This design comes from an exercise in tuning for small area on the open sky130 flow, not from production work.
Function was checked by simulation only, so behaviour that the tests miss may differ from the original.

==> v7 <==
// matmul_controller
module matmul_controller #(
  parameter int N    = 4,
  parameter int ROWS = 2,
  parameter int COLS = 2
) (
  input  logic                    clk,
  input  logic                    reset,
  input  logic                    job_valid,
  output logic                    job_ready,
  input  logic [31:0]             a_addr,
  input  logic [31:0]             b_addr,
  input  logic [31:0]             c_addr,
  input  logic [8:0]              matrix_len,
  output logic                    done,
  output logic [ROWS-1:0]         a_valid,
  input  logic [ROWS-1:0]         a_ready,
  output logic [ROWS*32-1:0]      a_strip_addr,
  output logic [ROWS*16-1:0]      a_repeats,
  output logic [8:0]              a_len,
  output logic [COLS-1:0]         b_valid,
  input  logic [COLS-1:0]         b_ready,
  output logic [COLS*32-1:0]      b_strip_addr,
  output logic [8:0]              b_len,
  output logic [ROWS*COLS-1:0]    c_valid,
  input  logic [ROWS*COLS-1:0]    c_ready,
  output logic [ROWS*COLS*32-1:0] c_tile_addr,
  input  logic [ROWS*COLS-1:0]    cpl_valid,
  output logic [ROWS*COLS-1:0]    cpl_ready
);
  logic [31:0] job_a_addr;
  logic [31:0] job_b_addr;
  logic [31:0] job_c_addr;
  logic [5:0]  job_k;
  logic [4:0]  job_km1;
  logic        job_active;
  ...
export LEC_CHECK = 0
export CAP_MARGIN = 20
export CORE_MARGIN = 2
export CORE_UTILIZATION = 40
export PLACE_DENSITY = 0.6
export SLEW_MARGIN = 20
create_clock -name core_clock -period 6.5 [get_ports {clk}]
standard.sh (not shown) runs the stock make flow with config.mk's settings and CLKGATE_MAP_FILE= SYNTH_SCRIPT=/design/flow/synth_recipe.tcl, a recipe that flattens the netlist after the stock synthesis.
==> flow/flow/run.sh <==
#!/bin/bash
# Standard layout, with the smallest buffer on the ports, small clock buffers and no dummy clock loads
set -euo pipefail
bash standard.sh "BUFFER_PORTS_ARGS=-buffer_cell sky130_fd_sc_hd__buf_1" \
  "CTS_ARGS=-sink_clustering_enable -repair_clock_nets -dont_use_dummy_load -buf_list sky130_fd_sc_hd__clkbuf_4" \
  finish > standard_flow.log 2>&1
==> inputs of v12, as changes to v7 <==
--- a/flow/design.v
+++ b/flow/design.v
@@ -67,28 +67,31 @@
   output logic [63:0] a_strip_addr,
   output logic [31:0] a_repeats,
   output logic [8:0]  a_len
 );
   logic [15:0] hi, hi1;
   logic        start;
   assign hi    = job_a_addr[31:16];
-  assign hi1   = hi + 1'b1;
+  assign hi1[0] = 1'b1;
+  for (genvar i = 1; i < 16; i++) begin : g_flip
+    assign hi1[i] = &hi[i-1:0];
+  end
   assign start = job_active && !job_started;
   assign a_len = {job_k, 3'b0};
   for (genvar r = 0; r < 2; r++) begin : g_row
     logic [4:0]  k;
     logic        fin;
     logic [10:0] s;
     logic        xfer;
     logic        b5;
     assign a_valid[r]  = job_started && !fin;
     assign xfer        = a_valid[r] && a_ready[r];
     assign a_repeats[r*16+:16] = {10'b0, job_k};
     always_ff @(posedge clk) begin
-      if (reset || !job_active) begin
+      if (!job_active) begin
         k   <= '0;
         fin <= 1'b0;
       end else if (xfer) begin
         k   <= k + 1'b1;
         fin <= (k == job_km1);
       end
     end
@@ -105,15 +108,15 @@
       always_ff @(posedge clk) begin
         if (!job_active)
           s <= {1'b0, a_addr_mid};
         else if (start || xfer)
           s <= s + (start ? 11'(job_k[5:1]) : 11'(job_k)) + 11'(start & job_a_addr[5] & job_k[0]);
       end
     end
-    assign a_strip_addr[r*32+:32] = {s[10] ? hi1 : hi, s[9:0], b5, job_a_addr[4:0]};
+    assign a_strip_addr[r*32+:32] = {hi ^ (hi1 & {16{s[10]}}), s[9:0], b5, job_a_addr[4:0]};
   end
 endmodule
 `timescale 1ns/100ps
 module b_strip_issuer (
   input  logic        clk,
   input  logic        reset,
   input  logic [31:0] job_b_addr,
@@ -125,15 +128,18 @@
   input  logic [1:0]  b_ready,
   output logic [63:0] b_strip_addr,
   output logic [8:0]  b_len
 );
   logic [15:0] hi, hi1;
   logic        start;
   assign hi    = job_b_addr[31:16];
-  assign hi1   = hi + 1'b1;
+  assign hi1[0] = 1'b1;
+  for (genvar i = 1; i < 16; i++) begin : g_flip
+    assign hi1[i] = &hi[i-1:0];
+  end
   assign start = job_active && !job_started;
   assign b_len = {job_k, 3'b0};
   for (genvar c = 0; c < 2; c++) begin : g_col
     logic [4:0]  jj;
     logic [4:0]  ii;
     logic        fin;
     logic [10:0] s;
@@ -142,15 +148,15 @@
     logic        restart;
     logic        b5;
     assign b_valid[c] = job_started && !fin;
     assign xfer       = b_valid[c] && b_ready[c];
     assign wrap       = (jj == job_km1);
     assign restart    = start || (xfer && wrap);
     always_ff @(posedge clk) begin
-      if (reset || !job_active) begin
+      if (!job_active) begin
         jj  <= '0;
         ii  <= '0;
         fin <= 1'b0;
       end else if (xfer) begin
         jj <= wrap ? '0 : jj + 1'b1;
         if (wrap) begin
           ii  <= ii + 1'b1;
@@ -171,15 +177,15 @@
       always_ff @(posedge clk) begin
         if (restart || xfer)
           s <= (restart ? {1'b0, job_b_addr[15:6]} : s)
              + (restart ? 11'(job_k[5:1]) : 11'(job_k))
              + 11'(restart & job_b_addr[5] & job_k[0]);
       end
     end
-    assign b_strip_addr[c*32+:32] = {s[10] ? hi1 : hi, s[9:0], b5, job_b_addr[4:0]};
+    assign b_strip_addr[c*32+:32] = {hi ^ (hi1 & {16{s[10]}}), s[9:0], b5, job_b_addr[4:0]};
   end
 endmodule
 `timescale 1ns/100ps
 module tile_writer_issuer (
   input  logic         clk,
   input  logic         reset,
   input  logic [31:0]  job_c_addr,
@@ -191,15 +197,18 @@
   output logic [3:0]   c_valid,
   input  logic [3:0]   c_ready,
   output logic [127:0] c_tile_addr
 );
   logic [15:0] hi, hi1;
   logic        start;
   assign hi    = job_c_addr[31:16];
-  assign hi1   = hi + 1'b1;
+  assign hi1[0] = 1'b1;
+  for (genvar i = 1; i < 16; i++) begin : g_flip
+    assign hi1[i] = &hi[i-1:0];
+  end
   assign start = job_active && !job_started;
   for (genvar p = 0; p < 4; p++) begin : g_proc
     localparam int R = p / 2;
     localparam int C = p % 2;
     logic [4:0]  jj;
     logic [4:0]  ii;
     logic        fin;
@@ -208,15 +217,15 @@
     logic        wrap;
     logic        addk;
     logic        cin;
     assign c_valid[p] = job_started && !fin;
     assign xfer       = c_valid[p] && c_ready[p];
     assign wrap       = (jj == job_km1);
     always_ff @(posedge clk) begin
-      if (reset || !job_active) begin
+      if (!job_active) begin
         jj  <= '0;
         ii  <= '0;
         fin <= 1'b0;
       end else if (xfer) begin
         jj <= wrap ? '0 : jj + 1'b1;
         if (wrap) begin
           ii  <= ii + 1'b1;
@@ -228,15 +237,15 @@
     assign cin  = start ? (1'(C) & job_c_addr[4]) : 1'b1;
     always_ff @(posedge clk) begin
       if (!job_active)
         s <= {1'b0, c_addr_mid};
       else if (start || xfer)
         s <= s + (addk ? 12'(job_k) : 12'd0) + 12'(cin);
     end
-    assign c_tile_addr[p*32+:32] = {s[11] ? hi1 : hi, s[10:0], job_c_addr[4] ^ 1'(C), job_c_addr[3:0]};
+    assign c_tile_addr[p*32+:32] = {hi ^ (hi1 & {16{s[11]}}), s[10:0], job_c_addr[4] ^ 1'(C), job_c_addr[3:0]};
   end
 endmodule
 `timescale 1ns/100ps
 module completion_tracker (
   input  logic       clk,
   input  logic       reset,
   input  logic [4:0] job_km1,
@@ -255,15 +264,15 @@
     logic       last;
     assign cpl_ready[p] = job_active && !finished;
     assign hs           = cpl_valid[p] && cpl_ready[p];
     assign wrap         = (jj == job_km1);
     assign last         = wrap && (ii == job_km1);
     assign lane_done[p] = finished || (hs && last);
     always_ff @(posedge clk) begin
-      if (reset || !job_active) begin
+      if (!job_active) begin
         jj       <= '0;
         ii       <= '0;
         finished <= 1'b0;
       end else if (hs) begin
         jj       <= wrap ? '0 : jj + 1'b1;
         if (wrap) ii <= ii + 1'b1;
         finished <= last;
==> flow/flow/run.sh (replaced) <==
#!/bin/bash
# Standard synthesis, then its combinational logic remapped for area (registers kept as
# they are), then the standard layout with the smallest buffer on the ports and a
# clock tree of small buffers in large clusters, without dummy clock loads.
set -euo pipefail
W=$(pwd)
F=$W/flow
R=$W/orfs/results/$FLOW_PLATFORM/matmul_controller/base
LIB=$FLOW_HOME/platforms/$FLOW_PLATFORM/lib/sky130_fd_sc_hd__tt_025C_1v80.lib

bash standard.sh synth > $W/standard_synth.log 2>&1

cp $R/1_2_yosys.v $W/standard_1_2_yosys.v
KEEP=$(grep -oE "sky130_fd_sc_hd__[a-z0-9_]+" $W/standard_1_2_yosys.v | sort -u \
  | grep -E "__(s?e?df|dl|sdl|conb)" | tr '\n' ' ')
RESYN_LIB=$LIB RESYN_NET=$W/standard_1_2_yosys.v RESYN_KEEP="$KEEP" \
  RESYN_DONT_USE="$(cat $F/dont_use.txt)" RESYN_SCRIPT=$F/area.abc RESYN_OUT=$W/resyn.v \
  yosys -c $F/resyn.tcl > $W/resyn_yosys.log 2>&1
cp $W/resyn.v $R/1_2_yosys.v
rm -f $R/1_synth.odb $R/1_synth.sdc

bash standard.sh "BUFFER_PORTS_ARGS=-buffer_cell sky130_fd_sc_hd__buf_1" \
  "SKIP_REPAIR_TIE_FANOUT=1" \
  "CTS_ARGS=-sink_clustering_enable -repair_clock_nets -dont_use_dummy_load -buf_list sky130_fd_sc_hd__clkbuf_4 -sink_clustering_size 10 -sink_clustering_max_diameter 40" \
  finish > $W/standard_flow.log 2>&1
==> flow/flow/area.abc (new file) <==
strash
&get -n
&st
&deepsyn -T 60
&put
balance -l
resub -K 6 -l
rewrite -l
resub -K 6 -N 2 -l
refactor -l
resub -K 8 -l
balance -l
resub -K 8 -N 2 -l
rewrite -l
resub -K 10 -l
rewrite -z -l
resub -K 10 -N 2 -l
balance -l
resub -K 12 -l
refactor -z -l
resub -K 12 -N 2 -l
rewrite -z -l
balance -l
dch -f
amap
topo
==> flow/flow/dont_use.txt (new file) <==
sky130_fd_sc_hd__lpflow_bleeder_1 sky130_fd_sc_hd__lpflow_clkbufkapwr_1 sky130_fd_sc_hd__lpflow_clkbufkapwr_16 sky130_fd_sc_hd__lpflow_clkbufkapwr_2 sky130_fd_sc_hd__lpflow_clkbufkapwr_4 sky130_fd_sc_hd__lpflow_clkbufkapwr_8 sky130_fd_sc_hd__lpflow_clkinvkapwr_1 sky130_fd_sc_hd__lpflow_clkinvkapwr_16 sky130_fd_sc_hd__lpflow_clkinvkapwr_2 sky130_fd_sc_hd__lpflow_clkinvkapwr_4 sky130_fd_sc_hd__lpflow_clkinvkapwr_8 sky130_fd_sc_hd__lpflow_decapkapwr_12 sky130_fd_sc_hd__lpflow_decapkapwr_3 sky130_fd_sc_hd__lpflow_decapkapwr_4 sky130_fd_sc_hd__lpflow_decapkapwr_6 sky130_fd_sc_hd__lpflow_decapkapwr_8 sky130_fd_sc_hd__lpflow_inputiso0n_1 sky130_fd_sc_hd__lpflow_inputiso0p_1 sky130_fd_sc_hd__lpflow_inputiso1n_1 sky130_fd_sc_hd__lpflow_inputiso1p_1 sky130_fd_sc_hd__lpflow_inputisolatch_1 sky130_fd_sc_hd__lpflow_isobufsrc_1 sky130_fd_sc_hd__lpflow_isobufsrc_16 sky130_fd_sc_hd__lpflow_isobufsrc_2 sky130_fd_sc_hd__lpflow_isobufsrc_4 sky130_fd_sc_hd__lpflow_isobufsrc_8 sky130_fd_sc_hd__lpflow_isobufsrckapwr_16 sky130_fd_sc_hd__lpflow_lsbuf_lh_hl_isowell_tap_1 sky130_fd_sc_hd__lpflow_lsbuf_lh_hl_isowell_tap_2 sky130_fd_sc_hd__lpflow_lsbuf_lh_hl_isowell_tap_4 sky130_fd_sc_hd__lpflow_lsbuf_lh_isowell_4 sky130_fd_sc_hd__lpflow_lsbuf_lh_isowell_tap_1 sky130_fd_sc_hd__lpflow_lsbuf_lh_isowell_tap_2 sky130_fd_sc_hd__lpflow_lsbuf_lh_isowell_tap_4 sky130_fd_sc_hd__probe_p_8 sky130_fd_sc_hd__probec_p_8 
==> flow/flow/resyn.tcl (new file) <==
# Remap the combinational logic of the standard synthesis for area; registers, their
# names and their cell types are kept as the standard synthesis made them.
yosys -import
set lib $::env(RESYN_LIB)
set net $::env(RESYN_NET)
read_liberty -ignore_miss_func $lib
read_verilog -defer $net
hierarchy -top $::env(FLOW_TOP)
setattr -mod -set keep_hierarchy 1 {*}$::env(RESYN_KEEP)
flatten
opt -purge
set du {}
foreach c $::env(RESYN_DONT_USE) { lappend du -dont_use $c }
abc -script $::env(RESYN_SCRIPT) -liberty $lib {*}$du -D [expr {int($::env(FLOW_PERIOD_NS) * 1000)}]
opt_clean -purge
hilomap -singleton -hicell sky130_fd_sc_hd__conb_1 HI -locell sky130_fd_sc_hd__conb_1 LO
select $::env(FLOW_TOP)
write_verilog -noattr -nohex -nodec -selected $::env(RESYN_OUT)
- CAP_MARGIN: 20 -> 10
- CORE_UTILIZATION: 40 -> 60
- PLACE_DENSITY: 0.6 -> 0.7
- SLEW_MARGIN: 20 -> 10
==> flow_metrics.tcl <==
set metrics [dict create \
    cts_made_buffers 44 \
    clock_power_mw 0.927 \
    grt_pass1_wl_mm 64.1 \
    postSynthAreaPerCell_um2 8.41 \
    clkLatencyLatePin_ns 0.69 \
    met3_wirelength_mm 3.58 \
    cts.htree.levels 2 \
    firstDrtPassIters 7 \
    inv_count 217 \
    status "no timing/DRC/antenna violations" \
    seqCellArea_um2 7630 \
    syn_inst 1798 \
    first_global_vias 13147 \
]
[end of results for v12]
==> flow_metrics.tcl <==
set metrics [dict create \
    status "no timing/DRC/antenna violations" \
    postSynthAreaPerCell_um2 9.49 \
    seqCellArea_um2 7630 \
    firstDrtPassIters 5 \
    cts_made_buffers 85 \
    clkLatencyLatePin_ns 0.83 \
    inv_count 61 \
    clock_power_mw 1.33 \
    grt_pass1_wl_mm 82.5 \
]
[end of results for v7]

## port drivers added, routing unchanged
In the flow no input, the clock included, has a driving cell. The finished layouts below were timed again as built, in two steps.
Step 1, drivers: a clkbuf_16 drives clk and a buf_2 each remaining input, both assumed.
Step 2 adds t to the input delays and takes it off the output delays; t is the mean of the earliest and latest rising clock arrival at the registers after step 1. Input paths then give back, and output paths get back, about the clock's delay inside the block.
Slacks: ideal / step 1 / step 2; pairs: ideal / step 1.
| run | t, ns | setup WS [ns] | hold WS [ns] | worst setup path after step 2 | slew at the worst register clock pin (ns) |
|---|---|---|---|---|---|
| v7 | 0.838 | 0.998 / 0.945 / 1.247 | 0.471 / 0.471 / 0.471 | register to register | 0.07 / 0.07 |
| v12 | 0.687 | 0.426 / 0.379 / 0.437 | 0.475 / 0.475 / 0.475 | register to register | 0.11 / 0.11 |
After both steps setup and hold are still met in every run listed.
